Source: an optimization exercise on an open RTL-to-GDS flow (aim: small area, a short achievable clock period and few clock cycles). Production flows keep margins and buffers that such runs may drop. Function was not checked in any run shown here: the RTL went through the layout flow alone. No run shown here takes its clock network from TritonCTS; it comes from the design's own scripts or RTL. No driver is modelled on the clock port, so clock power and skew are understated where the tree is cut down; a real chip needs a root buffer or a tree. Power is estimated from default activity; no workload was simulated.

==> flow/design.v <==
module phase_synthesizer #(
  parameter int ADDR_WIDTH  = 11,
  parameter int PHASE_WIDTH = 24,
  parameter int MAG_WIDTH   = 16,
  parameter int RATIO_WIDTH = 16,
  parameter int RATIO_FRAC  = 12
) (
  input  logic                   clock,
  input  logic                   reset,
  input  logic [PHASE_WIDTH-1:0] phase,
  input  logic [PHASE_WIDTH-1:0] phase_last,
  input  logic                   phases_valid,
  input  logic [ADDR_WIDTH-1:0]  k_max,
  input  logic [MAG_WIDTH-1:0]   magnitude,
  input  logic [RATIO_WIDTH-1:0] pitch_ratio,
  output logic [47:0]            m_tdata,
  output logic                   m_tvalid,
  input  logic                   m_tready,
  output logic                   m_tlast,
  output logic [15:0]            m_tuser,
  output logic                   busy,
  output logic [7:0]             dropped_count
);
  logic [23:0] ph_q, pl_q;       
  logic [10:0] k_q;              
  logic [15:0] r_q, mag_q;
  logic [23:0] sn_acc_q;         
  logic [14:0] ms_q;             
  logic [15:0] mc_q;             
  logic        bw_q, ac_q;       
  logic [5:0]  cyc_q;            
  logic        x_q, p_q;         
  logic        clr_q, op_q;      
  logic        nphase_q, negd_q, accv_q;
  logic        busy_q, tvalid_q, tlast_q;
  logic        ld_q;             
  logic        cap_q;            
  logic        hit_a_q, hit_b_q, nph_a_q, nph_b_q, nph_c_q;
  logic [10:0] tu_q;
  logic [7:0]  drop_q;
  logic c_rdy;
  assign c_rdy = cyc_q == 6'd61;
  logic dsum, dbor;
  assign dsum = ph_q[0] ^ ~pl_q[0] ^ bw_q;
  assign dbor = (ph_q[0] & ~pl_q[0]) | (ph_q[0] & bw_q) | (~pl_q[0] & bw_q);
  logic        x_d;
  logic [15:0] sin, cin, fsum, fcar;
  logic        vnz;
  assign x_d = busy_q ? (((cyc_q < 6'd10) & k_q[1]) | (~nphase_q & (cyc_q >= 6'd23) & (cyc_q < 6'd59) & ph_q[1]))
                      : (phases_valid & k_max[0]);
  always_comb begin
    for (int j = 0; j < 16; j++) begin
      sin[j] = (j < 15) ? ms_q[j] : 1'b0;
      cin[j] = mc_q[j];
      if (j < 3 && clr_q) begin
        sin[j] = 1'b0;
        cin[j] = 1'b0;
      end
      {fcar[j], fsum[j]} = {1'b0, sin[j]} + {1'b0, cin[j]} + {1'b0, r_q[j] & x_q};
    end
  end
  logic sat;
  assign vnz = |{fsum[3:1], fcar[2:0]};
  assign sat = p_q | fsum[0] | vnz;
  logic aa, ab, asum, acar;
  assign aa   = accv_q & ~(sn_acc_q[0] ^ negd_q);
  assign ab   = p_q & ~nphase_q;
  assign asum = aa ^ ab ^ ac_q;
  assign acar = (aa & ab) | (aa & ac_q) | (ab & ac_q);
  logic [10:0] tn;
  logic        hitn, phitn, fin, adv, load, negstart, updend;
  assign tn      = tu_q + 11'd1;
  assign hitn    = (~tn[10] & (tn[9:0] == k_q[9:0])) | (tu_q[10] & (tu_q[9:0] == ~k_q[9:0]));
  assign phitn   = hitn & ld_q;
  assign fin     = tvalid_q & m_tready & tlast_q;
  assign adv     = tvalid_q ? (m_tready & ~tlast_q) : (busy_q & ~ld_q & (cyc_q >= 6'd24));
  assign load    = adv;
  assign negstart = tvalid_q & m_tready & ~nph_a_q & ~tu_q[10];
  assign updend  = op_q & (cyc_q == 6'd60) & ~nphase_q;
  always_ff @(posedge clock or posedge reset) begin
    if (reset) cap_q <= 1'b1;
    else if (cap_q) cap_q <= ~phases_valid;
    else if (fin) cap_q <= 1'b1;
  end
  always_ff @(posedge clock) begin
    if (cap_q) begin
      ph_q    <= phase;
      pl_q    <= phase_last;
      k_q     <= k_max;
      r_q     <= pitch_ratio;
      mag_q   <= magnitude;
      bw_q    <= 1'b1;
      cyc_q   <= '0;
      nphase_q <= 1'b0;
      tu_q    <= '1;
      tlast_q <= 1'b1;
      ld_q    <= 1'b0;
    end else begin
      ph_q <= {(cyc_q >= 6'd24) ? ph_q[23] : dsum, ph_q[23:1]};
      pl_q <= {1'b0, pl_q[23:1]};
      bw_q <= dbor;
      if (cyc_q <= 6'd22) k_q <= {p_q, k_q[10:1]};
      else if (cyc_q == 6'd23) k_q <= {1'b0, k_q[10:1] | {10{sat}}};
      if (negstart) cyc_q <= 6'd35;
      else if (!c_rdy) cyc_q <= cyc_q + 6'd1;
      if (negstart) nphase_q <= 1'b1;
      if (load) begin
        ld_q    <= 1'b1;
        tu_q    <= tn;
        tlast_q <= &tn;
      end
    end
    p_q   <= fsum[0];
    clr_q <= busy_q & (cyc_q == 6'd23);
    op_q  <= busy_q & (cyc_q >= 6'd36) & (cyc_q <= 6'd59);
    if (op_q) sn_acc_q <= {~asum, sn_acc_q[23:1]};
    ac_q <= op_q ? acar : negd_q;
  end
  always_ff @(posedge clock) begin
    hit_a_q <= (load & hitn) | (~load & ld_q & hit_a_q);
    hit_b_q <= (load & hitn) | (~load & ~cap_q & hit_b_q);
    nph_a_q <= (load & ~phitn) | (~load & (~ld_q | nph_a_q));
    nph_b_q <= (load & ~phitn) | (~load & (cap_q | nph_b_q));
    nph_c_q <= (load & ~phitn) | (~load & (fin | nph_c_q));
  end
  always_ff @(posedge clock or posedge reset) begin
    if (reset) begin
      ms_q <= '0;
      mc_q <= '0;
    end else begin
      ms_q <= fsum[15:1];
      mc_q <= fcar;
    end
  end
  always_ff @(posedge clock or posedge reset) begin
    if (reset) begin
      busy_q   <= 1'b0;
      x_q      <= 1'b0;
      tvalid_q <= 1'b0;
      drop_q   <= '0;
      accv_q   <= 1'b0;
      negd_q   <= 1'b0;
    end else begin
      if (phases_valid && busy_q && (drop_q != 8'hFF)) drop_q <= drop_q + 8'd1;
      x_q <= x_d;
      if (!busy_q) busy_q <= phases_valid;
      else if (fin) busy_q <= 1'b0;
      if (fin) tvalid_q <= 1'b0;
      else if (adv) tvalid_q <= ~(phitn & ~c_rdy);
      else if (!tvalid_q && ld_q && busy_q) tvalid_q <= c_rdy;
      if (updend) accv_q <= 1'b1;
      if (negstart) negd_q <= 1'b1;
      else if (updend) negd_q <= 1'b0;
    end
  end
  assign m_tdata       = {8'h00, mag_q[15:8] & {8{hit_b_q}}, mag_q[7:0] & {8{hit_a_q}},
                          ~(sn_acc_q[23:16] | {8{nph_c_q}}), ~(sn_acc_q[15:8] | {8{nph_b_q}}),
                          ~(sn_acc_q[7:0] | {8{nph_a_q}})};
  assign m_tvalid      = tvalid_q;
  assign m_tlast       = tlast_q;
  assign m_tuser       = {5'h00, tu_q};
  assign busy          = busy_q;
  assign dropped_count = drop_q;
endmodule
==> flow/flow/run.sh <==
#!/bin/bash
set -euo pipefail
here=$(pwd)
export BUFFER_PORTS_ARGS="-buffer_cell sky130_fd_sc_hd__buf_1"
export SKIP_REPAIR_TIE_FANOUT=1
export PRE_CTS_TCL="$here/flow/pre_cts.tcl"
bash standard.sh finish > standard_make.log 2>&1
==> flow/flow/mycts.tcl <==
proc my_cts_split {items n} {
  set groups [list $items]
  set dir 0
  while {[llength $groups] < $n} {
    set ng {}
    foreach g $groups {
      set idx [expr {$dir == 0 ? 1 : 2}]
      set s [lsort -integer -index $idx $g]
      set h [expr {[llength $s] / 2}]
      lappend ng [lrange $s 0 [expr {$h - 1}]] [lrange $s $h end]
    }
    set groups $ng
    set dir [expr {1 - $dir}]
  }
  return $groups
}

proc my_cts_buffer {name master in_net items} {
  set block [ord::get_db_block]
  set sx 0; set sy 0
  foreach e $items { incr sx [lindex $e 1]; incr sy [lindex $e 2] }
  set n [llength $items]
  set cx [expr {$sx / $n}]; set cy [expr {$sy / $n}]
  set buf [odb::dbInst_create $block $master $name]
  set net [odb::dbNet_create $block "clknet_$name"]
  $net setSigType CLOCK
  [$buf findITerm A] connect $in_net
  [$buf findITerm X] connect $net
  $buf setLocation $cx $cy
  $buf setPlacementStatus PLACED
  return [list $buf $net $cx $cy]
}

proc my_cts_build {ntop nsub topname leafname} {
  set db [ord::get_db]
  set block [ord::get_db_block]
  set clk_net [$block findNet clock]
  set sinks {}
  foreach it [$clk_net getITerms] {
    set bb [[$it getInst] getBBox]
    lappend sinks [list $it [expr {([$bb xMin] + [$bb xMax]) / 2}] [expr {([$bb yMin] + [$bb yMax]) / 2}]]
  }
  set t 0
  foreach g [my_cts_split $sinks $ntop] {
    if {$nsub <= 1} {
      lassign [my_cts_buffer "clkbuf_${t}_clock" [$db findMaster $topname] $clk_net $g] buf net
      foreach e $g { set it [lindex $e 0]; $it disconnect; $it connect $net }
    } else {
      lassign [my_cts_buffer "clkbuf_${t}_clock" [$db findMaster $topname] $clk_net $g] buf tnet
      set l 0
      foreach sg [my_cts_split $g $nsub] {
        lassign [my_cts_buffer "clkbuf_${t}_${l}_clock" [$db findMaster $leafname] $tnet $sg] lbuf lnet
        foreach e $sg { set it [lindex $e 0]; $it disconnect; $it connect $lnet }
        incr l
      }
    }
    incr t
  }
  puts "my_cts: [llength $sinks] sinks, $ntop x $nsub buffers"
}
==> flow/flow/pre_cts.tcl <==
# Replaces TritonCTS for this design: a two-level tree (the clock port drives four clkbuf_8,
# each drives two clkbuf_16, each drives about 24 flip-flops of its region of the placement).
# The rest of ORFS's cts.tcl (legalisation, timing repair) runs as usual afterwards.
source [file join [file dirname [info script]] mycts.tcl]
rename clock_tree_synthesis orfs_clock_tree_synthesis
proc clock_tree_synthesis {args} {
  my_cts_build 4 2 sky130_fd_sc_hd__clkbuf_8 sky130_fd_sc_hd__clkbuf_16
}
==> flow/standard.sh <==
#!/bin/bash
# synth_recipe.tcl (not shown) runs the flow's synth.tcl, then flattens the netlist and writes it again
# the make line also repeats each setting of config.mk as NAME=value (left out here)
make -C /OpenROAD-flow-scripts/flow DESIGN_CONFIG=/design/flow/config.mk WORK_HOME=/design/flow/orfs CLKGATE_MAP_FILE= SYNTH_SCRIPT=/design/flow/synth_recipe.tcl "${@:-finish}"
==> flow/config.mk <==
export PLATFORM = sky130hd
export DESIGN_NAME = phase_synthesizer
export DESIGN_NICKNAME = phase_synthesizer
export VERILOG_FILES = /design/flow/design.v
export SDC_FILE = /design/flow/constraint.sdc
export NUM_CORES = 4
export LEC_CHECK = 0
export CAP_MARGIN = 20
export CORE_MARGIN = 2
export CORE_UTILIZATION = 50
export SETUP_SLACK_MARGIN = 4.75
export SLEW_MARGIN = 20
export TNS_END_PERCENT = 0
==> flow/constraint.sdc <==
create_clock -name core_clock -period 7.0 [get_ports {clock}]
set_input_delay 1.4000 -clock core_clock [delete_from_list [all_inputs] [get_ports {clock}]]
set_output_delay 1.4000 -clock core_clock [all_outputs]
set_load 0.01 [all_outputs]
==> impl_metrics.tcl, run 1 <==
set metrics [dict create \
    max_freq_ghz 0.4068 \
    row_count 45 \
    synth_ff_type "dfxtp_1" \
    num-nets-final 875 \
    ant_nets 0 \
    clk_pin_slew_ns 0.09 \
    drc_errors 0 \
    vdd_ir_drop_max_v 0.0002742 \
    fin_crit_sh_pct 35.11 \
    leakagePower_nw 3.471 \
    ff2ff_setup_slack_ns 4.69 \
    critPathLaunch "hit_a_q" \
    worst_pin_slew_ns 0.6014 \
    post-place-ws_ns 4.124 \
    end_kind "primary output" \
    routed_wl_um 15520 \
    reg2reg_to "k_q[1]" \
    core_um2 15260 \
    rr_worst_depth 6 \
    n_antenna_cell 0 \
    die_h_um 129.0 \
    grt_antenna_before_repair 1 \
    ys_async_sr_fraction_pct 23.68 \
    worst_slew_margin_rel_pct 59.90 \
    p_per_area_nw_per_um2 416.7 \
    worstSetupPathType "flop to primary output" \
    fin_skew_ns 0.02020 \
    cp_top_family "flip-flops" \
    ys_seq_elements 190 \
    r2r-start "x_q" \
    place_inst 941 \
    worstPathArrival_ns 1.06 \
    grt_pass1_vias 4929 \
    place_area_um2 8461 \
    path_max_fanout 5 \
    report.final.slew_viol_count 0 \
    initial_core_util_pct 51.18 \
    syn_area_um2 7809 \
    yosys.area.top_type "edfxtp_1" \
    synth.avg_cell_area_um2 12.64 \
    drive_gt1_share_pct 17.90 \
    ys_warn_count 1 \
    post-route-util_pct 59.05 \
    fin_tns_setup_ns 0 \
    portBuffers 156 \
    holdWs_ns 0.4476 \
    grt-ovfl-total 0 \
    worst-path-stages 3 \
    grt_pass1_wl_um 24640 \
    synth_commonest_cells "dfxtp_1 (77), edfxtp_1 (68), mux2_2 (48)" \
    synth_most_common_cell "dfxtp_1" \
    place_hpwl_um 10760 \
    total_power_mw 3.755 \
    dr.pass1.iters 4 \
    wl_per_cell_um 16.09 \
    finalCriticalPeriod_ns 2.458 \
    rsz0062_at_grt "yes" \
    ys_seq_area_share_pct 60.33 \
    synth_nets 737 \
    min_path_type "flop to flop" \
    path_buf_inv 2 \
    synth_top_area_share_pct 26.15 \
    worstSkewPairLatency_ns 0.31 \
    cp-endpoint "m_tdata[25]" \
    final_area_um2 9010 \
    synth_cells 618 \
    viasPerCell 5.242 \
    fin_cells 965 \
    synth_enable_flop_cells 68 \
    crit_slowest_cell "dfxtp_4" \
    status "finished clean" \
    synth_area_leaders "edfxtp_1 (26%), dfxtp_1 (20%), dfrtp_1 (14%), mux2_2 (6.9%), fa_1 (4.4%)" \
    syn_to_final_growth_pct 15.38 \
    via_count 5059 \
    dieArea_um2 16630 \
    max_stage_delay_ns 0.36 \
    cp-start-kind "flop" \
    cp.required_ns 5.60 \
    final-hold-violation-count 0 \
    grt_max_degree 82 \
    finalSetupViolations 0 \
    max_cap_viol_count 0 \
    drt_iter0_drc 276 \
    fin_ws_ns 4.542 \
    grt_usage_pct 18.02 \
    place.gp.congestion 0.8347 \
    io_pins 170 \
    cp_common_cell "buf_6" \
    synth.distinct_cells 61 \
    worstPathCellList "buf_6, and2_4, buf_6" \
    die_w_um 129.0 \
]
==> power breakdown <==
part           internal [mW]  total [mW]  switching, mW
Clock                  0.259       0.568          0.310
Combinational          0.645        1.28          0.632
Sequential              1.58        1.91          0.330
Total                   2.48        3.75           1.27
==> worst min-delay path by stage <==
stage | from | endpoint | slack [ns] | depth (start not counted)
2_1_floorplan | sn_acc_q[1] | sn_acc_q[0] | 0.43 | 0
3_3_place_gp | sn_acc_q[20] | sn_acc_q[19] | 0.44 | 0
3_5_place_dp | sn_acc_q[5] | sn_acc_q[4] | 0.44 | 0
4_1_cts | sn_acc_q[2] | sn_acc_q[1] | 0.44 | 0
5_1_grt | sn_acc_q[2] | sn_acc_q[1] | 0.47 | 0
6_report | sn_acc_q[10] | sn_acc_q[9] | 0.45 | 0
==> worst register-to-register path, stage by stage (launching register included) <==
cell	delay, ns
dfrtp_2	0.45
and2_1	0.16
fa_1	0.47
nor4_1	0.28
a21oi_1	0.14
or2_2	0.39
a2bb2oi_1	0.17
==> layout by cell type, fill, tap and decap left out, types with 13 or more instances in the layout <==
master | Yosys | layout
dfxtp_1 | 77 | 61
nand2_1 | 24 | 23
dfrtp_1 | 44 | 42
fa_1 | 17 | 17
a21oi_1 | 24 | 24
nor2_1 | 35 | 34
buf_1 | 0 | 139
inv_1 | 19 | 18
dfxtp_2 | 0 | 13
edfxtp_1 | 68 | 68
mux2_2 | 48 | 48
nand3_1 | 17 | 16
xnor2_1 | 23 | 23
and2_1 | 34 | 28
==> flip-flops by register name, indices dropped and copies added, names as in the netlist, 6 cells and up <==
name and flops:
ph_q 24, pl_q 24, sn_acc_q 24, mag_q 16, mc_q 16, r_q 16
ms_q 15, k_q 11, tu_q 11, drop_q 8, cyc_q 6
==> routing by layer <==
layer  up-vias  wire length (µm)  part of all wire (%)  GRT usage [%]
li1       2401                 -                     -              -
met1      2471              6765                    44          24.81
met2       171              7267                    47          29.72
met3        16              1225                   7.9          4.324
met4         0               265                   1.7          3.197
met5         -                 0                     0              0
==> area by class of cell <==
type,count,area (µm²)
multi-input combinational,364,2892
fill,1291,6248
tap,211,264.0
timing repair buffer,169,779.5
inverter,19,75.07
buffer,12,255.2
sequential,190,4745
==> cells by family (layout without fill, tap and decap cells) <==
kind of cell	count (synthesis)	in the layout	share of synthesized area, %
DFF	190	190	60.33
and+or+nand+nor	182	182	12.80
AOI/OAI and AO/OA	75	75	6.746
buffers and inverters	64	200	3.813
muxes	51	51	7.307
xor gates and xnor gates	31	31	3.477
adders and majority gates	24	24	5.480
other	1	1	0.04802
==> repair_timing <==
item                                    in CTS  in global routing
endpoints found under the setup margin     114                 93
setup buffers                                6                  5
pin swaps                                    6                  0
hold buffers                                 0                  0
resized for setup                           15                 63
cloned                                       0                  0
==> run 2, diff against run 1 <==
--- a/flow/design.v
+++ b/flow/design.v
@@ -88,7 +88,6 @@
       pl_q    <= phase_last;
       k_q     <= k_max;
       r_q     <= pitch_ratio;
-      mag_q   <= magnitude;
       bw_q    <= 1'b1;
       cyc_q   <= '0;
       nphase_q <= 1'b0;
@@ -113,7 +112,6 @@
     p_q   <= fsum[0];
     clr_q <= busy_q & (cyc_q == 6'd23);
     op_q  <= busy_q & (cyc_q >= 6'd36) & (cyc_q <= 6'd59);
-    if (op_q) sn_acc_q <= {~asum, sn_acc_q[23:1]};
     ac_q <= op_q ? acar : negd_q;
   end
   always_ff @(posedge clock) begin
@@ -122,6 +120,15 @@
     nph_a_q <= (load & ~phitn) | (~load & (~ld_q | nph_a_q));
     nph_b_q <= (load & ~phitn) | (~load & (cap_q | nph_b_q));
     nph_c_q <= (load & ~phitn) | (~load & (fin | nph_c_q));
+  end
+  always_ff @(posedge clock or posedge reset) begin
+    if (reset) begin
+      mag_q    <= '0;
+      sn_acc_q <= '0;
+    end else begin
+      if (cap_q) mag_q <= magnitude;
+      if (op_q) sn_acc_q <= {~asum, sn_acc_q[23:1]};
+    end
   end
   always_ff @(posedge clock or posedge reset) begin
     if (reset) begin
==> run 2 against run 1 <==
Against the previous run:
- still clean
- cell count grew 4.4%
- area after synthesis grew 3.1%
- critical path depth shrank 2
- critical endpoint is now m_tuser[10]
==> impl_metrics.tcl, run 2 <==
set metrics [dict create \
    status "finished clean" \
    ys_seq_area_share_pct 56.05 \
    hold_end "pl_q[3]" \
    worstSetupPathType "flop to primary output" \
    synth_cells 662 \
    cp-start-kind "flop" \
    max_freq_ghz 0.4179 \
    report.final.slew_viol_count 0 \
    final_area_um2 9100 \
    worstPathCellList "buf_1" \
    synth_most_common_cell "mux2_2" \
    via_count 5140 \
    cp_top_family "flip-flops" \
    worst_pin_slew_ns 1.095 \
    wl_per_cell_um 15.21 \
    synth.avg_cell_area_um2 12.16 \
    multi_input_area_um2 3283 \
    place.gp.congestion 0.7993 \
    end_kind "primary output" \
    min-delay-start "pl_q[4]" \
    synth.distinct_cells 61 \
    grt-ovfl-total 0 \
    drt_iter0_drc 206 \
    grt_pass1_wl_um 25030 \
    post-place-ws_ns 4.034 \
    grt_pass1_vias 5159 \
    fill_cells 1365 \
    dieArea_um2 17130 \
    yosys.area.top_type "dfrtp_1" \
    die_h_um 130.9 \
    synth_ff_type "dfrtp_1" \
    grt_max_degree 86 \
    dr.pass1.iters 4 \
    maxUsedRoutingLayer "met4" \
    synth-simple-area-share_pct 11.99 \
    clk_pin_slew_ns 0.10 \
    synth_mux_area_share_pct 12.56 \
    synth_nets 781 \
    crit_slowest_cell "dfxtp_1" \
    mostFrequentLayoutCells "buf_1 (144), mux2_2 (88), dfrtp_1 (81), dfxtp_1 (62)" \
    holdWs_ns 0.4479 \
    synth_compound_area_share_pct 6.374 \
    vdd_ir_drop_max_v 0.0001892 \
    portBuffers 156 \
    drive_gt1_share_pct 19.97 \
    rsz0062_at_grt "yes" \
    grt_usage_pct 17.74 \
    synth_enable_flop_cells 28 \
    ys_warn_count 1 \
    synth_xor_area_share_pct 3.700 \
    synth_top_family_by_area "multiplexers" \
    hold_depth 1 \
    fin_crit_sh_pct 34.19 \
    fin_tns_setup_ns 0 \
    path_buf_inv 1 \
    leakagePower_nw 3.737 \
    place_area_um2 8706 \
    synthAdderAreaFrac_pct 5.317 \
    max_stage_delay_ns 0.49 \
    initial_core_util_pct 50.85 \
    syn_to_final_growth_pct 13.08 \
    num-nets-final 912 \
    die_w_um 130.9 \
    ff2ff_setup_slack_ns 4.70 \
    top_regs "ph_q: 24 flops, pl_q: 24 flops, sn_acc_q: 24 flops" \
    final-hold-violation-count 0 \
    ys_async_sr_fraction_pct 44.74 \
    cp.required_ns 5.60 \
    finalSetupViolations 0 \
    min_path_type "flop to flop" \
    finalCriticalPeriod_ns 2.393 \
    worst-path-stages 1 \
    fin_ws_ns 4.607 \
    synth_top_area_share_pct 26.12 \
    place_hpwl_um 10590 \
    fin_skew_ns 0.01918 \
    core_um2 15830 \
    r2r-start "x_q" \
    ant_nets 0 \
    worst_slew_margin_rel_pct 26.91 \
    synth_area_leaders "dfrtp_1 (26%), dfxtp_1 (19%), mux2_2 (12%), edfxtp_1 (10%), fa_1 (4.2%)" \
    synth_commonest_cells "mux2_2 (88), dfrtp_1 (84), dfxtp_1 (77)" \
    io_pins 170 \
    ys_seq_elements 190 \
    max_cap_viol_count 0 \
    dr_wl_met3_um 977 \
    routed_wl_um 15320 \
    total_power_mw 3.094 \
    row_count 46 \
    worstSkewPairLatency_ns 0.30 \
    viasPerCell 5.104 \
    met2_length_um 7132 \
    final_common_cell "buf_1" \
    rr_worst_depth 6 \
    grt_antenna_before_repair 0 \
    path_max_fanout 6 \
    ff_latch_area_um2 4552 \
    p_per_area_nw_per_um2 340.0 \
    reg2reg_to "k_q[7]" \
    syn_area_um2 8048 \
    drc_errors 0 \
    worstPathArrival_ns 0.99 \
    n_antenna_cell 0 \
    routedLengthMet1_um 7056 \
]
[run 2: cell types whose count changed after synthesis, moves of 5 or more]
cell	previous run	this run
edfxtp_1	68	28
dfrtp_1	44	84
xor2_1	8	23
clkbuf_1	25	19
o21ai_0	9	16
mux2_2	48	88
xnor2_1	23	11
nor3_1	12	7
[run 2: cells by family (layout without fill, tap and decap cells)]
family	after synthesis	in the layout
compound gates	77	77
mux	90	90
other cells	1	1
simple gates	178	178
xor+xnor	34	34
buf+inv	68	197
flops	190	190
fa+ha+maj	24	24
[run 2: stage by stage]
| stage | std cells | util [%] |
|---|---|---|
| finish | 1007 | 57.49 |
| global route | 1007 | 57.49 |
| CTS | 1006 | 56.98 |
| detailed placement | 991 | 55.00 |
| global placement | 991 | 55.00 |
| floorplan | 662 | - |
[run 2: timing repair]
item / CTS / global route
buffers inserted: 3 / 1
resized for setup: 9 / 39
hold buffers: 0 / 0
endpoints found under the setup margin: 168 / 134
endpoints found under the hold margin: 0 / 0
[run 2: worst max-delay path by stage]
stage | slack [ns] | endpoint | startpoint
2_1_floorplan | 4.61 | tu_q[9] | m_tready
3_3_place_gp | 4.06 | hit_b_q | m_tready
3_5_place_dp | 4.03 | hit_b_q | m_tready
4_1_cts | 4.46 | tu_q[9] | m_tready
5_1_grt | 4.55 | m_tdata[11] | sn_acc_q[11]
6_report | 4.61 | m_tuser[10] | tu_q[10]
[run 2: final cells by class]
class	instances	share of cell area, %
flip-flops and latches	190	50.02
multi-input cells	404	36.08
repair buffers	162	7.136
well taps	216	2.970
plain buffers	12	2.805
inverters	23	0.9900
[run 2: per-layer routing]
layer  GRT usage (%)  up-vias
met1           25.01     2498
met5               0        -
met4           1.815        0
met2           29.69      125
li1                -     2503
met3           3.583       14
[run 2: where the power goes]
| group | total, mW | switching, mW | internal (mW) |
|---|---|---|---|
| combinational | 0.854 | 0.411 | 0.443 |
| clock | 0.569 | 0.310 | 0.259 |
| sequential | 1.67 | 0.287 | 1.38 |
| total | 3.09 | 1.01 | 2.09 |
==> run 3, diff against run 2 <==
--- a/flow/config.mk
+++ b/flow/config.mk
@@ -8,6 +8,6 @@
 export CAP_MARGIN = 20
 export CORE_MARGIN = 2
 export CORE_UTILIZATION = 50
-export SETUP_SLACK_MARGIN = 4.75
+export SETUP_SLACK_MARGIN = 5.0
 export SLEW_MARGIN = 20
 export TNS_END_PERCENT = 0
==> run 3 against run 2 <==
Against the previous run:
- still clean on timing, DRC and antenna
- first-iteration DRC count stayed put
- critical path depth is the same
- hold slack unchanged
- flip-flop and latch count unchanged
- power is the same
- clock skew is the same
- global-route usage unchanged
- highest routed layer unchanged
==> impl_metrics.tcl, run 3 <==
set metrics [dict create \
    ant_nets 0 \
    place_area_um2 8706 \
    ys_warn_count 1 \
    grt_usage_pct 17.74 \
    final-hold-violation-count 0 \
    grt-ovfl-total 0 \
    grt_pass1_wl_um 25030 \
    rsz0062_at_grt "yes" \
    path_max_fanout 6 \
    clockPowerShare_pct 18.4 \
    finalCriticalPeriod_ns 2.393 \
    cp.required_ns 5.60 \
    die_w_um 130.9 \
    fin_skew_ns 0.01918 \
    place_hpwl_um 10590 \
    portBuffers 156 \
    end_kind "primary output" \
    synth_cells 662 \
    clk_pin_slew_ns 0.10 \
    total_power_mw 3.094 \
    worstPathCellList "buf_1" \
    worstPathArrival_ns 0.99 \
    grt_max_degree 86 \
    rr_worst_depth 6 \
    synth_most_common_cell "mux2_2" \
    initial_core_util_pct 50.85 \
    synth_ff_type "dfrtp_1" \
    cp-start-kind "flop" \
    row_count 46 \
    worst_pin_slew_ns 1.095 \
    worstSkewPairLatency_ns 0.30 \
    viasPerCell 5.104 \
    fin_ws_ns 4.607 \
    max_freq_ghz 0.4179 \
    fin_crit_sh_pct 34.19 \
    die_h_um 130.9 \
    min_path_type "flop to flop" \
    worstSetupPathType "flop to primary output" \
    dieArea_um2 17130 \
    ys_seq_elements 190 \
    synth_nets 781 \
    syn_area_um2 8048 \
    synth_enable_flop_cells 28 \
    fin_tns_setup_ns 0 \
    status "finished clean" \
    via_count 5140 \
    synth_area_leaders "dfrtp_1 (26%), dfxtp_1 (19%), mux2_2 (12%), edfxtp_1 (10%), fa_1 (4.2%)" \
    max_stage_delay_ns 0.49 \
    place.gp.congestion 0.7993 \
    pwr-share-comb_pct 27.6 \
    io_pins 170 \
    finalSetupViolations 0 \
    fill_cells 1365 \
    dr.pass1.iters 4 \
    synth.distinct_cells 61 \
    ys_seq_area_share_pct 56.05 \
    n_antenna_cell 0 \
    ys_async_sr_fraction_pct 44.74 \
    crit_slowest_cell "dfxtp_1" \
    report.final.slew_viol_count 0 \
    vdd_ir_drop_max_v 0.0001892 \
    drc_errors 0 \
    synth_top_area_share_pct 26.12 \
    synth_commonest_cells "mux2_2 (88), dfrtp_1 (84), dfxtp_1 (77)" \
    p_per_area_nw_per_um2 340.0 \
    synth.avg_cell_area_um2 12.16 \
    worst_slew_margin_rel_pct 26.91 \
    routed_wl_um 15320 \
    core_um2 15830 \
    top_regs "ph_q: 24 flops, pl_q: 24 flops, sn_acc_q: 24 flops" \
    hold_depth 1 \
    yosys.area.top_type "dfrtp_1" \
    final_common_cell "buf_1" \
    mostFrequentLayoutCells "buf_1 (144), mux2_2 (88), dfrtp_1 (81), dfxtp_1 (62)" \
    switching_share_pct 32.58 \
    worst-path-stages 1 \
    drt_iter0_drc 206 \
    grt_antenna_before_repair 0 \
    max_cap_viol_count 0 \
    cp_top_family "flip-flops" \
    leakagePower_nw 3.737 \
    switchingPower_mw 1.008 \
    num-nets-final 912 \
    power_frac_seq_pct 54.0 \
    power.internal_mw 2.086 \
    syn_to_final_growth_pct 13.08 \
    path_buf_inv 1 \
    drive_gt1_share_pct 19.97 \
    multi_input_area_um2 3283 \
    wl_per_cell_um 15.21 \
    post-place-ws_ns 4.034 \
    ff_latch_area_um2 4552 \
    ff2ff_setup_slack_ns 4.70 \
    final_area_um2 9100 \
    grt_pass1_vias 5159 \
]
## run 3: cell counts after synthesis
Identical to the previous run, type by type.
## run 3: what timing repair did
action,in CTS,in global routing
endpoints found under the setup margin,236,158
pin swaps,0,0
hold buffers,0,0
setup buffers,3,1
gates resized for setup,9,39
## run 3: worst paths after layout
| check | startpoint | to |
|---|---|---|
| worst max-delay path | tu_q[10] | m_tuser[10] |
| worst min-delay path | pl_q[4] | pl_q[3] |
| max in group asynchronous | reset | x_q |
| min in group asynchronous | reset | sn_acc_q[23] |
| worst min register to register | pl_q[4] | pl_q[3] |
| worst max register to register | x_q | k_q[7] |
## run 3: layer usage
layer	wire length, µm	part of all wire (%)	up-vias	track usage [%]
li1	-	-	2503	-
met1	7056	46	2498	25.01
met2	7132	47	125	29.69
met3	977	6.4	14	3.583
met4	148	0.97	0	1.815
met5	0	0	-	0
## run 3: kinds of logic after synthesis
logic type	after synthesis	synth area share, %
muxes	90	12.56
and+or+nand+nor	178	11.99
AOI/OAI and AO/OA	77	6.374
xor gates and xnor gates	34	3.700
buffers and inverters	68	3.964
adders and majority gates	24	5.317
other	1	0.04660
DFF	190	56.05
## run 3: per-stage QoR
step / hold WS, ns / util, % / std cells
floorplan: 0.4340 / - / 662
global placement: 0.4364 / 55.00 / 991
detailed placement: 0.4410 / 55.00 / 991
CTS: 0.4423 / 56.98 / 1006
global route: 0.4662 / 57.49 / 1007
finish: 0.4479 / 57.49 / 1007
## run 3: cell type report
| cell class | instances | share of cell area [%] |
|---|---|---|
| buffer | 12 | 2.805 |
| inverter | 23 | 0.9900 |
| multi-input combinational | 404 | 36.08 |
| sequential | 190 | 50.02 |
| tap | 216 | 2.970 |
| timing repair buffer | 162 | 7.136 |
## run 3: power groups by stage
| stage | logic, mW | clock network (mW) | registers (mW) |
|---|---|---|---|
| global placement | 0.799 | 0 | 1.67 |
| floorplan | 0.720 | 0 | 1.54 |
| global route | 0.967 | 0.632 | 1.72 |
| CTS | 0.841 | 0.449 | 1.69 |
| detailed placement | 0.824 | 0 | 1.68 |
| finish | 0.854 | 0.569 | 1.67 |
==> run 4, diff against run 3 <==
--- a/flow/config.mk
+++ b/flow/config.mk
@@ -8,6 +8,6 @@
 export CAP_MARGIN = 20
 export CORE_MARGIN = 2
 export CORE_UTILIZATION = 50
-export SETUP_SLACK_MARGIN = 5.0
+export SETUP_SLACK_MARGIN = 4.75
 export SLEW_MARGIN = 20
-export TNS_END_PERCENT = 0
+export TNS_END_PERCENT = 20
==> run 4 against run 3 <==
Against the previous run:
- register-to-register slack better by 0.05 ns
- critical path type unchanged
- global-route usage up 0.39 points
- via count up 2.5%
- setup slack better by 0.0023 ns
- hold slack better by 0.0016 ns
- first-iteration DRC count down 0.49%
- still clean on timing, DRC and antenna
- clock skew down 0.0011 ns
- utilization up 1.8 points
- cell count up 2.3%
- sequential share of layout area down 1.4 points
- die area unchanged
- clock power about the same
==> impl_metrics.tcl, run 4 <==
set metrics [dict create \
    path_max_fanout 9 \
    end_kind "primary output" \
    fin_ws_ns 4.609 \
    clk_pin_slew_ns 0.10 \
    synth_commonest_cells "mux2_2 (88), dfrtp_1 (84), dfxtp_1 (77)" \
    place.gp.congestion 0.7993 \
    synth_enable_flop_cells 28 \
    worstPathCellList "and2_1, buf_1" \
    row_count 46 \
    worst_pin_slew_ns 1.097 \
    synth.distinct_cells 61 \
    worstPathArrival_ns 0.99 \
    syn_to_final_growth_pct 16.68 \
    cp-start-kind "flop" \
    dieArea_um2 17130 \
    wl_per_cell_um 15.26 \
    top_regs "ph_q: 24 flops, pl_q: 24 flops, sn_acc_q: 24 flops" \
    crit_slowest_cell "dfxtp_4" \
    drt_iter0_drc 205 \
    grt_max_degree 86 \
    io_pins 170 \
    grt-ovfl-total 0 \
    rsz0062_at_grt "yes" \
    finalCriticalPeriod_ns 2.391 \
    ys_warn_count 1 \
    place_hpwl_um 10590 \
    final-hold-violation-count 0 \
    synth_ff_type "dfrtp_1" \
    fin_crit_sh_pct 34.15 \
    leakagePower_nw 3.923 \
    fin_skew_ns 0.01806 \
    synth_top_area_share_pct 26.12 \
    ant_nets 0 \
    synth.avg_cell_area_um2 12.16 \
    report.final.slew_viol_count 0 \
    drc_errors 0 \
    via_count 5266 \
    synth_cells 662 \
    worstSetupPathType "flop to primary output" \
    max_cap_viol_count 0 \
    initial_core_util_pct 50.85 \
    drive_gt1_share_pct 24.57 \
    final_common_cell "buf_1" \
    n_antenna_cell 0 \
    grt_pass1_vias 5268 \
    ys_async_sr_fraction_pct 44.74 \
    num-nets-final 935 \
    grt_antenna_before_repair 0 \
    max_freq_ghz 0.4183 \
    die_w_um 130.9 \
    core_um2 15830 \
    post-place-ws_ns 4.034 \
    grt_usage_pct 18.13 \
    fin_tns_setup_ns 0 \
    finalSetupViolations 0 \
    place_inst 991 \
    grt_pass1_wl_um 25520 \
    synth_nets 781 \
    mostFrequentLayoutCells "buf_1 (131), mux2_2 (88), dfrtp_1 (81), dfxtp_1 (62), and2_1 (34)" \
    status "finished clean" \
    ys_seq_elements 190 \
    synth_area_leaders "dfrtp_1 (26%), dfxtp_1 (19%), mux2_2 (12%), edfxtp_1 (10%), fa_1 (4.2%)" \
    yosys.area.top_type "dfrtp_1" \
    cp.required_ns 5.60 \
    routed_wl_um 15720 \
    cp_top_family "flip-flops" \
    vdd_ir_drop_max_v 0.0001895 \
    syn_area_um2 8048 \
    viasPerCell 5.113 \
    min_path_type "flop to flop" \
    die_h_um 130.9 \
    ys_seq_area_share_pct 56.05 \
    worst_slew_margin_rel_pct 26.78 \
    worstSkewPairLatency_ns 0.30 \
    hold_buffers 0 \
    fin_cells 1030 \
    path_buf_inv 1 \
    synth_most_common_cell "mux2_2" \
    portBuffers 156 \
    max_stage_delay_ns 0.41 \
    p_per_area_nw_per_um2 338.4 \
    dr.pass1.iters 4 \
]
[run 4: changes by cell type in the layout (fill, tap and decap cells not counted), moves of 5 or more]
cell,previous run,this run
buf_4,5,23
buf_1,144,131
clkbuf_2,11,19
buf_6,1,8
dfxtp_2,9,4
dfxtp_4,6,11
[run 4: kinds of logic (layout without fill, tap and decap cells)]
logic type / after synthesis / after routing / share of synthesized area [%]
flip-flops: 190 / 190 / 56.05
AND/OR/NAND/NOR: 178 / 178 / 11.99
multiplexers: 90 / 90 / 12.56
AO/OA/AOI/OAI: 77 / 77 / 6.374
buffers and inverters: 68 / 220 / 3.964
XOR/XNOR: 34 / 34 / 3.700
adder cells (fa/ha/maj): 24 / 24 / 5.317
other: 1 / 1 / 0.04660
[run 4: what timing repair did]
item	CTS	global route
setup endpoints to repair	168	130
pin swaps	11	3
resized for setup	29	64
endpoints found under the hold margin	0	0
buffers inserted	15	12
[run 4: layout make-up]
cell class | instances | area [µm²]
inverters | 23 | 90.09
multi-input cells | 404 | 3331
fillers | 1340 | 6437
well taps | 216 | 270.3
repair buffers | 185 | 879.6
flip-flops and latches | 190 | 4564
plain buffers | 12 | 255.2
[run 4: path summary, 6_finish.rpt]
| check | depth (start not counted) | startpoint | endpoint | slack (ns) |
|---|---|---|---|---|
| worst min-delay path | 1 | pl_q[4] | pl_q[3] | 0.45 |
| min in group asynchronous | 3 | reset | sn_acc_q[23] | 1.33 |
| worst min register to register | 1 | pl_q[4] | pl_q[3] | 0.45 |
| worst max-delay path | 2 | hit_b_q | m_tdata[37] | 4.61 |
| worst max register to register | 2 | cap_q | ph_q[15] | 4.75 |
| max in group asynchronous | 3 | reset | x_q | 5.13 |
[run 4: per-stage QoR]
stage	instance area (µm²)	utilization (%)	hold WS, ns	power [mW]
after floorplan	8070	-	0.4340	2.260
after global placement	8706	55.00	0.4364	2.466
after detailed placement	8706	55.00	0.4410	2.506
after CTS	9184	58.02	0.4423	3.026
after global routing	9390	59.33	0.4662	3.405
final	9390	59.33	0.4495	3.178
[run 4: worst reg2reg max path: cells and delay by family, from the launching register on]
kind     cells  cell delay (ns)
mux          1             0.43
flops        1             1.12
buf+inv      1             0.61
[run 4: where the power goes]
| part | leakage [nW] | internal, mW | switching, mW |
|---|---|---|---|
| registers | 1.96 | 1.39 | 0.278 |
| logic | 1.84 | 0.499 | 0.446 |
| clock network | 0.127 | 0.259 | 0.308 |
| total | 3.92 | 2.15 | 1.03 |
[run 4: metal layers]
metal  GRT usage (%)  wire length (µm)
met1           25.30              7063
met2           30.61              7507
met3           3.583              1006
met4           2.065               141
met5               0                 0
==> run 5, diff against run 4 <==
==> flow/flow/run.sh (replaced) <==
#!/bin/bash
set -euo pipefail
here=$(pwd)
export BUFFER_PORTS_ARGS="-buffer_cell sky130_fd_sc_hd__buf_1"
export SKIP_REPAIR_TIE_FANOUT=1
export PRE_CTS_TCL="$here/flow/pre_cts.tcl"
bash standard.sh MATCH_CELL_FOOTPRINT=0 finish > standard_make.log 2>&1
--- a/flow/config.mk
+++ b/flow/config.mk
@@ -10,4 +10,4 @@
 export CORE_UTILIZATION = 50
 export SETUP_SLACK_MARGIN = 4.75
 export SLEW_MARGIN = 20
-export TNS_END_PERCENT = 20
+export TNS_END_PERCENT = 0
==> run 5 against run 4 <==
Against the previous run:
- power is 2.6% lower
- sequential power is essentially flat
- die area did not move
- combinational power down 9.6%
- first-iteration DRC count rose by 0.49%
- setup slack worse by 0.0024 ns
- flip-flop and latch count did not move
- via count is 2.5% lower
- critical path type unchanged
- largest cell class unchanged
==> impl_metrics.tcl, run 5 <==
set metrics [dict create \
    place.gp.congestion 0.7993 \
    worst-path-stages 1 \
    fin_skew_ns 0.01919 \
    cp.required_ns 5.60 \
    dieArea_um2 17130 \
    row_count 46 \
    core_um2 15830 \
    grt_antenna_before_repair 0 \
    status "finished clean" \
    vdd_ir_drop_max_v 0.0001892 \
    grt-ovfl-total 0 \
    max_cap_viol_count 0 \
    io_pins 170 \
    finalSetupViolations 0 \
    synth_cells 662 \
    initial_core_util_pct 50.85 \
    path_max_fanout 6 \
    mostFrequentLayoutCells "buf_1 (144), mux2_2 (88), dfrtp_1 (81), dfxtp_1 (62)" \
    place_hpwl_um 10590 \
    total_power_mw 3.094 \
    rr_worst_depth 6 \
    die_h_um 130.9 \
    grt_max_degree 86 \
    top_regs "ph_q: 24 flops, pl_q: 24 flops, sn_acc_q: 24 flops" \
    ys_seq_elements 190 \
    grt_usage_pct 17.74 \
    path_buf_inv 1 \
    crit_slowest_cell "dfxtp_1" \
    drc_errors 0 \
    max_freq_ghz 0.4179 \
    synth_top_area_share_pct 26.12 \
    synth_area_leaders "dfrtp_1 (26%), dfxtp_1 (19%), mux2_2 (12%), edfxtp_1 (10%), fa_1 (4.2%)" \
    ys_async_sr_fraction_pct 44.74 \
    min_path_type "flop to flop" \
    syn_area_um2 8048 \
    worstPathCellList "buf_1" \
    ff2ff_setup_slack_ns 4.70 \
    grt_pass1_vias 5159 \
    fin_tns_setup_ns 0 \
    reg2reg_to "k_q[7]" \
    synth.avg_cell_area_um2 12.16 \
    worstSkewPairLatency_ns 0.30 \
    synth_enable_flop_cells 28 \
    worst_slew_margin_rel_pct 26.91 \
    ff_latch_area_um2 4552 \
    synth_commonest_cells "mux2_2 (88), dfrtp_1 (84), dfxtp_1 (77)" \
    synth_ff_type "dfrtp_1" \
    critPathLaunch "tu_q[10]" \
    cp-endpoint "m_tuser[10]" \
    die_w_um 130.9 \
    wl_per_cell_um 15.21 \
    finalCriticalPeriod_ns 2.393 \
    routed_wl_um 15310 \
    num-nets-final 912 \
    worstPathArrival_ns 0.99 \
    grt_pass1_wl_um 25030 \
    drt_iter0_drc 206 \
    fin_crit_sh_pct 34.19 \
    synth_nets 781 \
    synth_most_common_cell "mux2_2" \
    leakagePower_nw 3.737 \
    viasPerCell 5.099 \
    max_stage_delay_ns 0.49 \
    multi_input_area_um2 3283 \
    fill_cells 1365 \
    ys_warn_count 1 \
    worst_pin_slew_ns 1.095 \
    p_per_area_nw_per_um2 340.0 \
    synth.distinct_cells 61 \
    portBuffers 156 \
    final_common_cell "buf_1" \
    end_kind "primary output" \
    worstSetupPathType "flop to primary output" \
    syn_to_final_growth_pct 13.08 \
    via_count 5135 \
    cp-start-kind "flop" \
    rsz0062_at_grt "yes" \
    r2r-start "x_q" \
    ant_nets 0 \
    drive_gt1_share_pct 19.97 \
    n_antenna_cell 0 \
    clk_pin_slew_ns 0.10 \
    ys_seq_area_share_pct 56.05 \
    report.final.slew_viol_count 0 \
    yosys.area.top_type "dfrtp_1" \
    dr.pass1.iters 4 \
    final-hold-violation-count 0 \
    cp_top_family "flip-flops" \
]
-- run 5: cell counts after synthesis --
No cell type changed its count.
-- run 5: worst min path at each step --
| stage | start | endpoint | slack, ns | cells after the start |
|---|---|---|---|---|
| finish | pl_q[4] | pl_q[3] | 0.45 | 1 |
| CTS | ph_q[14] | ph_q[13] | 0.44 | 1 |
| global placement | pl_q[11] | pl_q[10] | 0.44 | 1 |
| floorplan | pl_q[1] | pl_q[0] | 0.43 | 1 |
| global route | pl_q[8] | pl_q[7] | 0.47 | 1 |
| detailed placement | ph_q[6] | ph_q[5] | 0.44 | 1 |
-- run 5: report_power, final --
group | total (mW) | switching, mW | leakage (nW) | internal (mW)
Combinational | 0.854 | 0.411 | 1.66 | 0.443
Clock | 0.569 | 0.310 | 0.127 | 0.259
Sequential | 1.67 | 0.287 | 1.95 | 1.38
-- run 5: area by class of cell --
| class | instances | share of cell area [%] |
|---|---|---|
| sequential | 190 | 50.02 |
| multi-input combinational | 404 | 36.08 |
| timing repair buffer | 162 | 7.136 |
| tap | 216 | 2.970 |
| buffer | 12 | 2.805 |
| inverter | 23 | 0.9900 |
-- run 5: kinds of logic after synthesis --
family / after synthesis / synth area share (%)
compound gates: 77 / 6.374
xor+xnor: 34 / 3.700
fa+ha+maj: 24 / 5.317
buf+inv: 68 / 3.964
flops: 190 / 56.05
mux: 90 / 12.56
other cells: 1 / 0.04660
simple gates: 178 / 11.99
-- run 5: per-stage QoR --
step	utilization [%]	cells	cell area, µm²	setup WS, ns	hold slack, ns
after floorplan	-	662	8070	4.611	0.4340
after global placement	55.00	991	8706	4.065	0.4364
after detailed placement	55.00	991	8706	4.034	0.4410
after CTS	56.98	1006	9019	4.456	0.4423
after global routing	57.49	1007	9100	4.549	0.4662
final	57.49	1007	9100	4.607	0.4479
-- run 5: per-layer routing --
metal | track usage, % | up-vias | wire length, µm
li1 | - | 2504 | -
met1 | 25.01 | 2496 | 7062
met2 | 29.69 | 123 | 7139
met3 | 3.583 | 12 | 972
met4 | 1.815 | 0 | 137
met5 | 0 | - | 0
-- run 5: what timing repair did --
item | in CTS | in global routing
gates resized for setup | 9 | 39
buffers inserted | 3 | 1
hold buffers | 0 | 0
setup endpoints to repair | 168 | 134
==> run 6, diff against run 5 <==
--- a/flow/design.v
+++ b/flow/design.v
@@ -23,7 +23,8 @@
 );
   logic [23:0] ph_q, pl_q;       
   logic [10:0] k_q;              
-  logic [15:0] r_q, mag_q;
+  logic [15:0] r_q;
+  logic [15:0] magn_q;           
   logic [23:0] sn_acc_q;         
   logic [14:0] ms_q;             
   logic [15:0] mc_q;             
@@ -33,9 +34,8 @@
   logic        clr_q, op_q;      
   logic        nphase_q, negd_q, accv_q;
   logic        busy_q, tvalid_q, tlast_q;
-  logic        ld_q;             
   logic        cap_q;            
-  logic        hit_a_q, hit_b_q, nph_a_q, nph_b_q, nph_c_q;
+  logic        nh_a_q, nh_b_q, nh_c_q, nph_a_q, nph_b_q, nph_c_q;
   logic [10:0] tu_q;
   logic [7:0]  drop_q;
   logic c_rdy;
@@ -59,9 +59,7 @@
       {fcar[j], fsum[j]} = {1'b0, sin[j]} + {1'b0, cin[j]} + {1'b0, r_q[j] & x_q};
     end
   end
-  logic sat;
-  assign vnz = |{fsum[3:1], fcar[2:0]};
-  assign sat = p_q | fsum[0] | vnz;
+  assign vnz = |{ms_q[2:0], mc_q[2:0]};
   logic aa, ab, asum, acar;
   assign aa   = accv_q & ~(sn_acc_q[0] ^ negd_q);
   assign ab   = p_q & ~nphase_q;
@@ -71,10 +69,10 @@
   logic        hitn, phitn, fin, adv, load, negstart, updend;
   assign tn      = tu_q + 11'd1;
   assign hitn    = (~tn[10] & (tn[9:0] == k_q[9:0])) | (tu_q[10] & (tu_q[9:0] == ~k_q[9:0]));
-  assign phitn   = hitn & ld_q;
+  assign phitn   = hitn & ~tlast_q;
   assign fin     = tvalid_q & m_tready & tlast_q;
-  assign adv     = tvalid_q ? (m_tready & ~tlast_q) : (busy_q & ~ld_q & (cyc_q >= 6'd24));
-  assign load    = adv;
+  assign adv     = tvalid_q ? (m_tready & ~tlast_q) : (busy_q & (~tlast_q | (cyc_q >= 6'd26)));
+  assign load    = adv & ~(phitn & ~c_rdy);
   assign negstart = tvalid_q & m_tready & ~nph_a_q & ~tu_q[10];
   assign updend  = op_q & (cyc_q == 6'd60) & ~nphase_q;
   always_ff @(posedge clock or posedge reset) begin
@@ -88,23 +86,25 @@
       pl_q    <= phase_last;
       k_q     <= k_max;
       r_q     <= pitch_ratio;
+      magn_q  <= ~magnitude;
       bw_q    <= 1'b1;
       cyc_q   <= '0;
       nphase_q <= 1'b0;
       tu_q    <= '1;
       tlast_q <= 1'b1;
-      ld_q    <= 1'b0;
     end else begin
       ph_q <= {(cyc_q >= 6'd24) ? ph_q[23] : dsum, ph_q[23:1]};
       pl_q <= {1'b0, pl_q[23:1]};
       bw_q <= dbor;
-      if (cyc_q <= 6'd22) k_q <= {p_q, k_q[10:1]};
-      else if (cyc_q == 6'd23) k_q <= {1'b0, k_q[10:1] | {10{sat}}};
+      if (cyc_q <= 6'd23) k_q <= {p_q, k_q[10:1]};
+      else begin
+        k_q[9:0] <= k_q[9:0] | {10{k_q[10]}};
+        if (clr_q) k_q[10] <= k_q[10] | p_q | vnz;
+      end
       if (negstart) cyc_q <= 6'd35;
       else if (!c_rdy) cyc_q <= cyc_q + 6'd1;
       if (negstart) nphase_q <= 1'b1;
       if (load) begin
-        ld_q    <= 1'b1;
         tu_q    <= tn;
         tlast_q <= &tn;
       end
@@ -112,23 +112,16 @@
     p_q   <= fsum[0];
     clr_q <= busy_q & (cyc_q == 6'd23);
     op_q  <= busy_q & (cyc_q >= 6'd36) & (cyc_q <= 6'd59);
+    if (op_q) sn_acc_q <= {~asum, sn_acc_q[23:1]};
     ac_q <= op_q ? acar : negd_q;
   end
   always_ff @(posedge clock) begin
-    hit_a_q <= (load & hitn) | (~load & ld_q & hit_a_q);
-    hit_b_q <= (load & hitn) | (~load & ~cap_q & hit_b_q);
-    nph_a_q <= (load & ~phitn) | (~load & (~ld_q | nph_a_q));
+    nh_a_q  <= (load & ~hitn) | (~load & (~tvalid_q | nh_a_q));
+    nh_b_q  <= (load & ~hitn) | (~load & (cap_q | nh_b_q));
+    nh_c_q  <= (load & ~hitn) | (~load & (fin | nh_c_q));
+    nph_a_q <= (load & ~phitn) | (~load & (~tvalid_q | nph_a_q));
     nph_b_q <= (load & ~phitn) | (~load & (cap_q | nph_b_q));
     nph_c_q <= (load & ~phitn) | (~load & (fin | nph_c_q));
-  end
-  always_ff @(posedge clock or posedge reset) begin
-    if (reset) begin
-      mag_q    <= '0;
-      sn_acc_q <= '0;
-    end else begin
-      if (cap_q) mag_q <= magnitude;
-      if (op_q) sn_acc_q <= {~asum, sn_acc_q[23:1]};
-    end
   end
   always_ff @(posedge clock or posedge reset) begin
     if (reset) begin
@@ -153,14 +146,14 @@
       if (!busy_q) busy_q <= phases_valid;
       else if (fin) busy_q <= 1'b0;
       if (fin) tvalid_q <= 1'b0;
-      else if (adv) tvalid_q <= ~(phitn & ~c_rdy);
-      else if (!tvalid_q && ld_q && busy_q) tvalid_q <= c_rdy;
+      else if (adv) tvalid_q <= load;
       if (updend) accv_q <= 1'b1;
       if (negstart) negd_q <= 1'b1;
       else if (updend) negd_q <= 1'b0;
     end
   end
-  assign m_tdata       = {8'h00, mag_q[15:8] & {8{hit_b_q}}, mag_q[7:0] & {8{hit_a_q}},
+  assign m_tdata       = {8'h00, ~(magn_q[15:11] | {5{nh_c_q}}), ~(magn_q[10:5] | {6{nh_b_q}}),
+                          ~(magn_q[4:0] | {5{nh_a_q}}),
                           ~(sn_acc_q[23:16] | {8{nph_c_q}}), ~(sn_acc_q[15:8] | {8{nph_b_q}}),
                           ~(sn_acc_q[7:0] | {8{nph_a_q}})};
   assign m_tvalid      = tvalid_q;
==> flow/flow/run.sh (replaced) <==
#!/bin/bash
set -euo pipefail
here=$(pwd)
export BUFFER_PORTS_ARGS="-buffer_cell sky130_fd_sc_hd__buf_1"
export SKIP_REPAIR_TIE_FANOUT=1
export PRE_CTS_TCL="$here/flow/pre_cts.tcl"
bash standard.sh finish > standard_make.log 2>&1
--- a/flow/config.mk
+++ b/flow/config.mk
@@ -8,6 +8,5 @@
 export CAP_MARGIN = 20
 export CORE_MARGIN = 2
 export CORE_UTILIZATION = 50
-export SETUP_SLACK_MARGIN = 4.75
+export SETUP_SLACK_MARGIN = 4.55
 export SLEW_MARGIN = 20
-export TNS_END_PERCENT = 0
==> run 6 against run 5 <==
Against the previous run:
- utilization rose by 1.3 points
- largest cell class unchanged
- clock skew fell by 0.00070 ns
- flip-flop and latch count did not move
- combinational power rose by 84%
- register-to-register slack got worse by 0.12 ns
- setup slack got worse by 0.062 ns
- power rose by 33%
- global-route usage rose by 1.2 points
- cell area rose by 1.5%
- still clean
==> impl_metrics.tcl, run 6 <==
set metrics [dict create \
    ff2ff_setup_slack_ns 4.58 \
    max_cap_viol_count 0 \
    synth_nets 803 \
    end_kind "primary output" \
    path_buf_inv 2 \
    mostFrequentLayoutCells "buf_1 (149), nor2_1 (81), dfxtp_1 (69), edfxtp_1 (58), mux2_2 (47)" \
    initial_core_util_pct 50.78 \
    drc_errors 0 \
    multi_input_area_um2 3093 \
    ys_seq_elements 190 \
    min_path_type "flop to flop" \
    place.gp.congestion 0.8635 \
    worstPathArrival_ns 1.06 \
    worstPathCellList "buf_4, buf_1" \
    critPathLaunch "tu_q[0]" \
    fin_skew_ns 0.01849 \
    top_regs "ph_q: 24 flops, pl_q: 24 flops, sn_acc_q: 24 flops" \
    drive_gt1_share_pct 17.33 \
    worst_pin_slew_ns 0.6168 \
    fin_crit_sh_pct 35.08 \
    io_pins 170 \
    cp_top_family "flip-flops" \
    report.final.slew_viol_count 0 \
    ys_warn_count 1 \
    hold_buffers 0 \
    leakagePower_nw 3.630 \
    grt_usage_pct 18.95 \
    ant_nets 0 \
    finalSetupViolations 0 \
    synth_most_common_cell "dfxtp_1" \
    core_um2 15710 \
    r2r-start "tu_q[0]" \
    fin_tns_setup_ns 0 \
    vdd_ir_drop_max_v 0.0002544 \
    grt_antenna_before_repair 0 \
    dr_wl_met3_um 1029 \
    ys_seq_area_share_pct 57.79 \
    worstSkewPairLatency_ns 0.31 \
    path_max_fanout 8 \
    max_freq_ghz 0.4073 \
    grt_pass1_wl_um 26050 \
    met2_length_um 7839 \
    synth.avg_cell_area_um2 11.67 \
    yosys.area.top_type "dfxtp_1" \
    row_count 46 \
    syn_area_um2 7979 \
    wl_per_cell_um 15.54 \
    clk_pin_slew_ns 0.11 \
    synth_cells 684 \
    num-nets-final 952 \
    ff_latch_area_um2 4652 \
    via_count 5333 \
    maxUsedRoutingLayer "met4" \
    crit_slowest_cell "dfxtp_4" \
    viasPerCell 5.094 \
    dr.pass1.iters 4 \
    fill_cells 1379 \
    synth_commonest_cells "dfxtp_1 (87), nor2_1 (81), edfxtp_1 (58)" \
    routedLengthMet1_um 7152 \
    final-hold-violation-count 0 \
    die_w_um 130.3 \
    max_stage_delay_ns 0.42 \
    synth_ff_type "dfxtp_1" \
    n_antenna_cell 0 \
    grt_max_degree 98 \
    worst_slew_margin_rel_pct 58.88 \
    post-route-util_pct 58.76 \
    place_hpwl_um 11310 \
    synth_area_leaders "dfxtp_1 (22%), edfxtp_1 (22%), dfrtp_1 (14%), mux2_2 (6.6%), fa_1 (4.3%)" \
    final_common_cell "buf_1" \
    synth.distinct_cells 65 \
    cp-endpoint "m_tuser[0]" \
    drt_iter0_drc 254 \
    grt-ovfl-total 0 \
    finalCriticalPeriod_ns 2.455 \
    worstSetupPathType "flop to primary output" \
    cp-start-kind "flop" \
    rsz0062_at_grt "yes" \
    grt_pass1_vias 5253 \
    worst-path-stages 2 \
    p_per_area_nw_per_um2 446.6 \
    rr_worst_depth 8 \
    synth_top_area_share_pct 21.83 \
    portBuffers 156 \
    dieArea_um2 16980 \
    reg2reg_to "tlast_q" \
    ys_async_sr_fraction_pct 23.68 \
    routed_wl_um 16270 \
    synth_enable_flop_cells 58 \
    die_h_um 130.3 \
    status "finished clean" \
    syn_to_final_growth_pct 15.71 \
    cp.required_ns 5.60 \
]
[run 6: power breakdown]
group	total, mW	switching [mW]	internal (mW)
logic	1.57	0.805	0.769
clock network	0.575	0.317	0.259
registers	1.97	0.371	1.60
total	4.12	1.49	2.63
[run 6: worst min path at each step]
stage / start / endpoint / slack [ns] / depth (start not counted)
after detailed placement: sn_acc_q[7] / sn_acc_q[6] / 0.43 / 0
after CTS: sn_acc_q[16] / sn_acc_q[15] / 0.44 / 0
final: sn_acc_q[10] / sn_acc_q[9] / 0.45 / 0
after floorplan: sn_acc_q[1] / sn_acc_q[0] / 0.43 / 0
after global placement: sn_acc_q[20] / sn_acc_q[19] / 0.44 / 0
after global routing: ph_q[17] / ph_q[16] / 0.47 / 1
[run 6: metrics by stage]
stage	cell area (µm²)	hold slack, ns	instances	setup WS, ns	power (mW)
after CTS	9040	0.4415	1032	4.377	3.941
after floorplan	7986	0.4275	684	4.524	2.995
after detailed placement	8592	0.4347	1010	4.006	3.364
after global routing	9233	0.4665	1047	4.488	4.440
after global placement	8592	0.4352	1010	4.090	3.303
final	9233	0.4479	1047	4.545	4.124
[run 6: layout make-up]
class | instances | area share, %
Buffer | 12 | 2.765
Inverter | 33 | 1.382
Multi-Input combinational cell | 413 | 33.50
Sequential cell | 190 | 50.39
Tap cell | 216 | 2.927
Timing Repair Buffer | 183 | 9.039
[run 6: timing repair]
action                     in CTS  in global routing
gates resized for setup        28                 34
pin swaps                       9                  5
cloned                          0                  0
setup endpoints to repair      31                 73
buffers inserted               10                 14
[run 6: kinds of logic (layout without fill, tap and decap cells)]
family                     Yosys count  count (layout)  synth area share (%)
adders and majority gates           24              24                 5.363
DFF                                190             190                 57.79
AOI/OAI and AO/OA                   92              92                 7.809
and+or+nand+nor                    212             212                 12.95
buffers and inverters               81             228                 4.924
muxes                               56              56                 7.762
other                                1               1               0.04700
xor gates and xnor gates            28              28                 3.356
[run 6: per-layer routing]
layer	GRT usage [%]	up-vias
li1	-	2603
met1	26.59	2550
met2	32.21	162
met3	2.993	18
met4	2.530	0
met5	0	-
==> run 7, diff against run 6 <==
--- a/flow/design.v
+++ b/flow/design.v
@@ -112,7 +112,7 @@
     p_q   <= fsum[0];
     clr_q <= busy_q & (cyc_q == 6'd23);
     op_q  <= busy_q & (cyc_q >= 6'd36) & (cyc_q <= 6'd59);
-    if (op_q) sn_acc_q <= {~asum, sn_acc_q[23:1]};
+    sn_acc_q <= ({24{op_q}} & {~asum, sn_acc_q[23:1]}) | ({24{~op_q}} & sn_acc_q);
     ac_q <= op_q ? acar : negd_q;
   end
   always_ff @(posedge clock) begin
--- a/flow/config.mk
+++ b/flow/config.mk
@@ -8,5 +8,6 @@
 export CAP_MARGIN = 20
 export CORE_MARGIN = 2
 export CORE_UTILIZATION = 50
-export SETUP_SLACK_MARGIN = 4.55
+export SETUP_SLACK_MARGIN = 4.75
 export SLEW_MARGIN = 20
+export TNS_END_PERCENT = 0
==> run 7 against run 6 <==
Against the previous run:
- flip-flop and latch count unchanged
- still clean
- cell area down 1.4%
- fmax up 2.0%
- setup slack better by 0.048 ns
- critical path depth down 1
- global-route usage down 0.92 points
- register-to-register slack better by 0.16 ns
==> impl_metrics.tcl, run 7 <==
set metrics [dict create \
    status "finished clean" \
    worstPathCellList "buf_1" \
    io_pins 170 \
    ys_async_sr_fraction_pct 23.68 \
    routed_wl_um 15840 \
    met2_length_um 7573 \
    path_buf_inv 1 \
    ys_seq_area_share_pct 57.70 \
    rsz0062_at_grt "yes" \
    n_antenna_cell 0 \
    min_path_type "flop to flop" \
    portBuffers 156 \
    fill_cells 1408 \
    fin_tns_setup_ns 0 \
    place.gp.congestion 0.8272 \
    viasPerCell 5.163 \
    cp-start-kind "flop" \
    grt_antenna_before_repair 0 \
    num-nets-final 942 \
    max_freq_ghz 0.4154 \
    p_per_area_nw_per_um2 415.8 \
    dr_wl_met3_um 1351 \
    core_um2 15770 \
    total_power_mw 3.783 \
    yosys.area.top_type "dfxtp_1" \
    path_max_fanout 6 \
    place_hpwl_um 11320 \
    final-hold-violation-count 0 \
    fin_crit_sh_pct 34.39 \
    synth_area_leaders "dfxtp_1 (22%), edfxtp_1 (22%), dfrtp_1 (14%), mux2_2 (6.8%), fa_1 (4.3%)" \
    grt_pass1_vias 5124 \
    vdd_ir_drop_max_v 0.0002494 \
    die_h_um 130.4 \
    syn_to_final_growth_pct 13.89 \
    fin_skew_ns 0.02665 \
    row_count 46 \
    wl_per_cell_um 15.27 \
    syn_area_um2 7990 \
    worstSkewPairLatency_ns 0.31 \
    dieArea_um2 17010 \
    mostFrequentLayoutCells "buf_1 (142), dfxtp_1 (71), nor2_1 (66), edfxtp_1 (58), mux2_2 (48)" \
    ant_nets 0 \
    synth_most_common_cell "dfxtp_1" \
    drt_iter0_drc 328 \
    crit_slowest_cell "dfxtp_1" \
    report.final.slew_viol_count 0 \
    worstSetupPathType "flop to primary output" \
    cp.required_ns 5.60 \
    initial_core_util_pct 50.67 \
    drc_errors 0 \
    synth_top_area_share_pct 21.80 \
    die_w_um 130.4 \
    grt_pass1_wl_um 25140 \
    synth_ff_type "dfxtp_1" \
    synth_cells 690 \
    dr.pass1.iters 6 \
    ys_warn_count 1 \
    max_stage_delay_ns 0.51 \
    worstPathArrival_ns 1.01 \
    synth.avg_cell_area_um2 11.58 \
    cp_top_family "flip-flops" \
    max_cap_viol_count 0 \
    ys_seq_elements 190 \
    finalCriticalPeriod_ns 2.408 \
    grt-ovfl-total 0 \
    via_count 5354 \
    synth_enable_flop_cells 58 \
    synth_commonest_cells "dfxtp_1 (87), nor2_1 (70), edfxtp_1 (58)" \
    clk_pin_slew_ns 0.10 \
    worst_slew_margin_rel_pct 37.44 \
    leakagePower_nw 3.469 \
    routedLengthMet1_um 6734 \
    synth_nets 809 \
    grt_usage_pct 18.04 \
    drive_gt1_share_pct 15.71 \
    maxUsedRoutingLayer "met4" \
    end_kind "primary output" \
    grt_max_degree 94 \
    fin_cells 1037 \
    holdWs_ns 0.4347 \
    synth.distinct_cells 55 \
    finalSetupViolations 0 \
    final_common_cell "buf_1" \
    place_inst 1015 \
    worst_pin_slew_ns 0.9340 \
]
run 7: cell count changes in the layout (fill, tap and decap cells not counted), sizes merged, moves of 8 or more:
cell,change
a21oi,-13
buf,-26
clkbuf,+9
nor2,-10
nor3,+11
o21ai,+12
or3,+8
run 7: final cells by class:
cell class | instances | area, µm² | area share, %
buffer | 12 | 255.2 | 2.805
inverter | 31 | 120.1 | 1.320
multi-input combinational | 422 | 3112 | 34.19
sequential | 190 | 4638 | 50.97
tap | 216 | 270.3 | 2.970
timing repair buffer | 166 | 704.4 | 7.741
run 7: stage by stage:
stage	cell area, µm²	utilization, %	worst slack (ns)
6_report	9100	57.70	4.592
5_1_grt	9100	57.70	4.528
4_1_cts	8961	56.82	4.309
3_5_place_dp	8628	54.71	4.063
3_3_place_gp	8628	54.71	4.132
2_1_floorplan	8040	-	4.557
run 7: cell families (layout without fill, tap and decap cells):
logic type	after synthesis	in the layout	synth area share, %
AO/OA/AOI/OAI	84	85	6.655
XOR/XNOR	32	32	3.696
adder cells (fa/ha/maj)	24	24	5.355
buffers and inverters	79	209	4.776
flip-flops	190	190	57.70
multiplexers	59	59	8.143
other	1	1	0.04693
AND/OR/NAND/NOR	221	221	13.62
run 7: final timing paths:
check	from	endpoint	slack (ns)	cells past startpoint
worst max-delay path	tu_q[9]	m_tuser[9]	4.59	1
worst min-delay path	flop	flop	0.43	0
worst max register to register	tu_q[0]	tu_q[9]	4.74	9
worst min register to register	flop	flop	0.43	0
max in group asynchronous	reset	cap_q	5.38	3
min in group asynchronous	reset	busy_q	1.07	2
run 7: power by group:
group	internal, mW	switching [mW]
sequential	1.58	0.333
combinational	0.608	0.697
clock	0.258	0.303
run 7: repair_timing:
item | 4_1_cts | 5_1_grt
hold buffers | 0 | 0
buffers inserted | 3 | 5
gates resized for setup | 9 | 41
pin swaps | 3 | 5
gates cloned | 1 | 0
setup endpoints to repair | 131 | 168
run 7: metal layers:
layer / vias to the layer above / GRT usage (%)
met2: 154 / 30.18
met1: 2591 / 24.71
li1: 2598 / -
met5: - / 0
met4: 0 / 2.441
met3: 11 / 4.560

## re-timing with driven ports
No port has a modelled driver above. Below, the same layouts with a new extraction and two added sets of constraints.
Step 1 (the two cells are an assumption about what drives the block):
set clk [get_ports {clock}]
set_driving_cell -lib_cell sky130_fd_sc_hd__clkbuf_16 $clk
set_driving_cell -lib_cell sky130_fd_sc_hd__buf_2 [delete_from_list [all_inputs] $clk]
Step 2, shift: input delay + t, output delay - t, t = (earliest + latest rising clock arrival at the registers) / 2. This alone moves slack from input paths to output paths.
a / b / c = no drivers / after step 1 / after step 2; a / b = the first two.
run | t, ns | slack for setup (ns) | worst hold slack (ns) | clock arrival spread, ns
run 1 | 0.366 | 4.542 / 4.471 / 4.493 | 0.448 / 0.448 / 0.448 | 0.022 / 0.023
run 2 | 0.372 | 4.607 / 4.530 / 4.445 | 0.448 / 0.448 / 0.448 | 0.021 / 0.022
run 3 | 0.372 | 4.607 / 4.530 / 4.445 | 0.448 / 0.448 / 0.448 | 0.021 / 0.022
run 4 | 0.370 | 4.609 / 4.532 / 4.424 | 0.449 / 0.449 / 0.449 | 0.020 / 0.020
run 5 | 0.372 | 4.607 / 4.530 / 4.440 | 0.448 / 0.448 / 0.448 | 0.021 / 0.022
run 6 | 0.366 | 4.545 / 4.477 / 4.322 | 0.448 / 0.448 / 0.448 | 0.025 / 0.025
run 7 | 0.369 | 4.592 / 4.517 / 4.304 | 0.435 / 0.435 / 0.435 | 0.029 / 0.029
After both steps setup and hold are still met in every run listed. For run 7, which loses most, drivers alone change the setup slack by -0.075 ns; drivers and shift together by -0.288 ns.
